This design comes from an exercise in tuning for small area, a short achievable clock period and few clock cycles per item on the open sky130 flow, not from production work.
No functional check of the RTL was part of any run shown here.

==> flow/design.v (outline; a module is shown in full before it is edited, if it fits) <==
// module keyframe_displacement_test_core: 1046 lines
module keyframe_displacement_test_core
(
  input  wire logic        clk_i,
  input  wire logic        rst_ni,
  input  wire logic        in_valid,
  output logic             in_stall,
  input  wire logic [16:0] ref_x_i,
  input  wire logic [16:0] ref_y_i,
  input  wire logic [16:0] cur_x_i,
  input  wire logic [16:0] cur_y_i,
  input  wire logic        valid_req_i,
  input  wire logic        has_reference_i,
  input  wire logic        last_i,
  output logic             out_valid,
  input  wire logic        out_stall,
  output logic             is_keyframe_o,
  output logic [12:0]      match_count_o,
  output logic [29:0]      distance_sum_o,
  input  wire logic        cfg_valid,
  output logic             cfg_ready,
  input  wire logic [1:0]  cfg_index_i,
  input  wire logic [15:0] cfg_data_i
);
  // ...
==> flow/run.sh <==
#!/bin/bash
# synth_recipe.tcl (not shown) runs the flow's synth.tcl, then flattens the netlist and writes it again
# the make line also repeats each setting of config.mk as NAME=value (left out here)
make -C /OpenROAD-flow-scripts/flow DESIGN_CONFIG=/design/flow/config.mk WORK_HOME=/design/flow/orfs CLKGATE_MAP_FILE= SYNTH_SCRIPT=/design/flow/synth_recipe.tcl finish
==> flow/config.mk <==
export PLATFORM = sky130hd
export DESIGN_NAME = keyframe_displacement_test_core
export DESIGN_NICKNAME = keyframe_displacement_test_core
export VERILOG_FILES = /design/flow/design.v
export SDC_FILE = /design/flow/constraint.sdc
export NUM_CORES = 4
export LEC_CHECK = 0
export CAP_MARGIN = 20
export CORE_MARGIN = 2
export CORE_UTILIZATION = 40
export SETUP_SLACK_MARGIN = 5
export SLEW_MARGIN = 20
==> flow/constraint.sdc <==
create_clock -name core_clock -period 9.0 [get_ports {clk_i}]
set_input_delay 1.8000 -clock core_clock [delete_from_list [all_inputs] [get_ports {clk_i}]]
set_output_delay 1.8000 -clock core_clock [all_outputs]
set_load 0.01 [all_outputs]
==> flow_summary_export.csv, run 1 <==
group,metric,value,unit
status,status,"finished clean",
final_layout,seqAreaFraction,25.8,%
detailed_routing,m1WireLength,41600,um
critical_path,cpMostUsedCell,"a21oi_2",
final_layout,layout.cells.non_filler,6084,
final_layout,largest_reg_flops,43,
detailed_routing,wl_met3,3160,um
final_layout,buf_share,8.67,%
yosys,synth_edf_count,89,
yosys,netlist_area,41100,um2
floorplanning,tapCellCount,1368,
cts,htree_levels,3,
yosys,synth_top_family_by_area,"adder cells",
final_layout,fillers,9322,
yosys,ys_top_cells_by_area,"dfxtp_1, fa_1, ha_1, edfxtp_1, xnor2_1",
flow_run,drv_cap,0,
critical_path,r2r_slack,2.08,ns
yosys,synth_seq_area_share,32.4,%
grt,antenna_found_initial,0,
final_layout,regArea,13400,um2
sta,setup_viol,0,
worst_hold_path,min_path_type,"flip-flop to flip-flop",
final_layout,signal_buffers,460,
final_layout,n_all_inverters,550,
sta,finalClockSkew,0.0520,ns
yosys,post-synth-top-count-cell,"inv_1",
cts,insertion_delay,0.65,ns
==> inputs of run 2 (changes only) <==
--- a/flow/config.mk
+++ b/flow/config.mk
@@ -10,3 +10,3 @@
 export CORE_UTILIZATION = 40
-export SETUP_SLACK_MARGIN = 5
+export SETUP_SLACK_MARGIN = 0
 export SLEW_MARGIN = 20
==> flow_summary_export.csv, run 2 <==
group,metric,value,unit
critical_path,critPathBufInv,0,
yosys,postSynthAreaPerCell,9.66,um2
grt,grt.overflow.total,0,
critical_path,worstPathRequired,9.50,ns
sta,max-slew-margin-rel,36.5,%
sta,report.final.slew_viol_count,0,
detailed_routing,drc,0,
floorplanning,io-pin-count,141,
detailed_routing,top_layer,"met4",
floorplanning,die-area,105000,um2
cts,holdBufCountCts,0,
yosys,synthFlopType,"dfxtp_1",
detailed_routing,via_per_inst,4.88,
sta,hold_violations,0,
detailed_routing,wirelength,86900,um
yosys,synth_seq_area_share,32.4,%
final_layout,regMostFlops,"acc_e_q",
critical_path,worstSetupPathType,"flip-flop to flip-flop",
yosys,yosys.area.top_type_share,20.3,%
cts,postCtsSetupBuffers,0,
detailed_routing,m1WireLength,39700,um
yosys,synthArstFlopShare,15.2,%
yosys,synth_edf_count,89,
yosys,syn-instance-count,4256,
sta,setup_viol,0,
critical_path,reg2reg_depth,32,
final_layout,regArea,13300,um2
cts,cts-resized-gates,0,
final_layout,largest_reg_flops,43,
placement,hpwl,66800,um
grt,grt_first_pass_wirelength,146000,um
floorplanning,fp.dieH,325,um
grt,grt_pass1_vias,28700,
final_layout,top_regs,"acc_e_q x43, s1_a x35, s1_b x34",
sta,finalWorstPathRequiredPeriod,7.89,ns
sta,rsz0062_at_grt,"no",
cts,insertion_delay,0.64,ns
critical_path,critical_path_depth,32,
final_layout,mostFrequentLayoutCell,"inv_1",
cts,htree_levels,3,
yosys,synth_commonest_cells,"inv_1, nor2_1, dfxtp_1, ha_1, fa_1",
final_layout,syn_to_final_growth,12.6,%
status,status,"finished clean",
cts,root_buffer,"clkbuf_16",
worst_hold_path,hold_path_depth,0,
flow_run,drv_cap,0,
cts,clkSinkCount,598,
floorplanning,rows,117,
sta,tns,0,ns
yosys,yosysTopAreaCell,"dfxtp_1",
final_layout,drive_above_1_share,7.08,%
yosys,syn_nets,5026,
placement,place.port_buffers,139,
sta,finalClockSkew,0.0296,ns
critical_path,critPathTopFamily,"compound AO/OA/AOI/OAI gates",
sta,tightest_slew,0.945,ns
floorplanning,die_width,325,um
sta,timing.fmax,127,MHz
final_layout,nets,5137,
detailed_routing,wl_per_cell,15.0,um
critical_path,arrival,8.39,ns
yosys,yosysWarnings,2,
yosys,netlist_area,41100,um2
cts,numCtsBuffers,71,
placement,gp_congestion,0.830,
grt,grt_max_degree,49,
detailed_routing,antenna_left,0,
critical_path,crit_slowest_cell,"dfxtp_1",
yosys,synth.distinct_cells,94,
final_layout,fin_util,45.4,%
detailed_routing,vias,28300,
critical_path,crit_path_end_kind,"flip-flop",
detailed_routing,dr_wl_met2,42000,um
grt,antenna_found_initial,0,
cts,clkTransAtPathRegs,0.06,ns
floorplanning,core,102000,um2
critical_path,startpoint_type,"flip-flop",
cts,clock_path_buffers,3,
final_layout,fillers,9864,
detailed_routing,drtIter0Drc,1202,
floorplanning,initial_core_util,40.4,%
detailed_routing,wl_met3,3480,um
cts,cts_tree,"built",
grt,globalRouteTotalUtil,16.8,%
yosys,post-synth-top-count-cell,"inv_1",
yosys,synth_seq_cells,598,
detailed_routing,first_pass_iters,5,
critical_path,cpMostUsedCell,"a21oi_1",
sta,fin_crit_sh,87.7,%
worst_hold_path,min_path_type,"flip-flop to flip-flop",
yosys,ys_top_cells_by_area,"dfxtp_1, fa_1, ha_1, edfxtp_1, xnor2_1",
final_layout,diodes,0,
critical_path,crit_fanout,17,
critical_path,slowest_delay,0.55,ns
final_layout,layout_common_cells,"inv_1, nor2_1, dfxtp_1",
final_layout,multiInputGateArea,25200,um2
[run 2: area by class of cell]
| type | count | area share [%] |
|---|---|---|
| inverter | 550 | 4.46 |
| sequential | 598 | 28.8 |
| timing repair buffer | 167 | 3.47 |
| multi-input combinational | 2979 | 54.5 |
| clock inverter | 41 | 0.830 |
| tap | 1368 | 3.70 |
| clock buffer | 87 | 4.26 |
[run 2: path summary, 6_finish.rpt]
kind	from	endpoint	slack, ns
max	s6_q[0]	s7_d[0]	1.11
min	s4_rad[2]	s5_rad[2]	0.32
max reg2reg	s6_q[0]	s7_d[0]	1.11
min reg2reg	s4_rad[2]	s5_rad[2]	0.32
max in group asynchronous	rst_ni	mw_q[9]	6.79
min in group asynchronous	rst_ni	min_matches_q[4]	1.16
[run 2: per-layer routing]
metal | up-vias | GRT usage, %
li1 | 14300 | -
met1 | 13300 | 21.6
met2 | 481 | 29.1
met3 | 116 | 2.63
met4 | 0 | 4.53
met5 | - | 0
[run 2: kinds of logic (layout without fill, tap and decap cells)]
| family | Yosys count | in the layout | share of synthesized area [%] |
|---|---|---|---|
| flip-flops | 598 | 598 | 32.4 |
| AND/OR/NAND/NOR | 1080 | 1080 | 12.5 |
| adder cells (fa/ha/maj) | 676 | 676 | 25.6 |
| AO/OA/AOI/OAI | 684 | 684 | 10.8 |
| multiplexers | 105 | 105 | 2.91 |
| XOR/XNOR | 433 | 433 | 9.54 |
| other | 1 | 1 | 0.00912 |
| buffers and inverters | 679 | 845 | 6.26 |
[run 2: through the flow]
stage                     setup WS [ns]  hold WS [ns]  area [um2]  cells
after floorplan                    1.33         0.310       41100   4256
after detailed placement           1.11         0.312       43900   5662
final                              1.11         0.318       46300   5790
after CTS                          1.05         0.320       46300   5790
after global routing              0.461         0.326       46300   5790
after global placement             1.20         0.310       43900   5660

what the ideal ports hide:
In the flow no input, the clock included, has a driving cell. The finished layouts below were timed again as built, in two steps. Step 1 (the two cells are an assumption about what drives the block):
set clk [get_ports {clk_i}]
set_driving_cell -lib_cell sky130_fd_sc_hd__clkbuf_16 $clk
set_driving_cell -lib_cell sky130_fd_sc_hd__buf_2 [delete_from_list [all_inputs] $clk]
Step 2 times the ports against the registers' clock, not the clock port: input delays grow and output delays shrink by t, the midpoint of the rising clock arrivals with the driver on. a / b / c = no drivers / after step 1 / after step 2; a / b = the first two.
run	t (ns)	slack for setup (ns)	latest minus earliest clock arrival (ns)	slew at the worst register clock pin (ns)
run 1	0.688	2.081 / 2.081 / 2.081	0.053 / 0.053	0.08 / 0.08
run 2	0.695	1.110 / 1.110 / 1.110	0.032 / 0.031	0.07 / 0.07
After both steps every run listed still meets setup and hold.
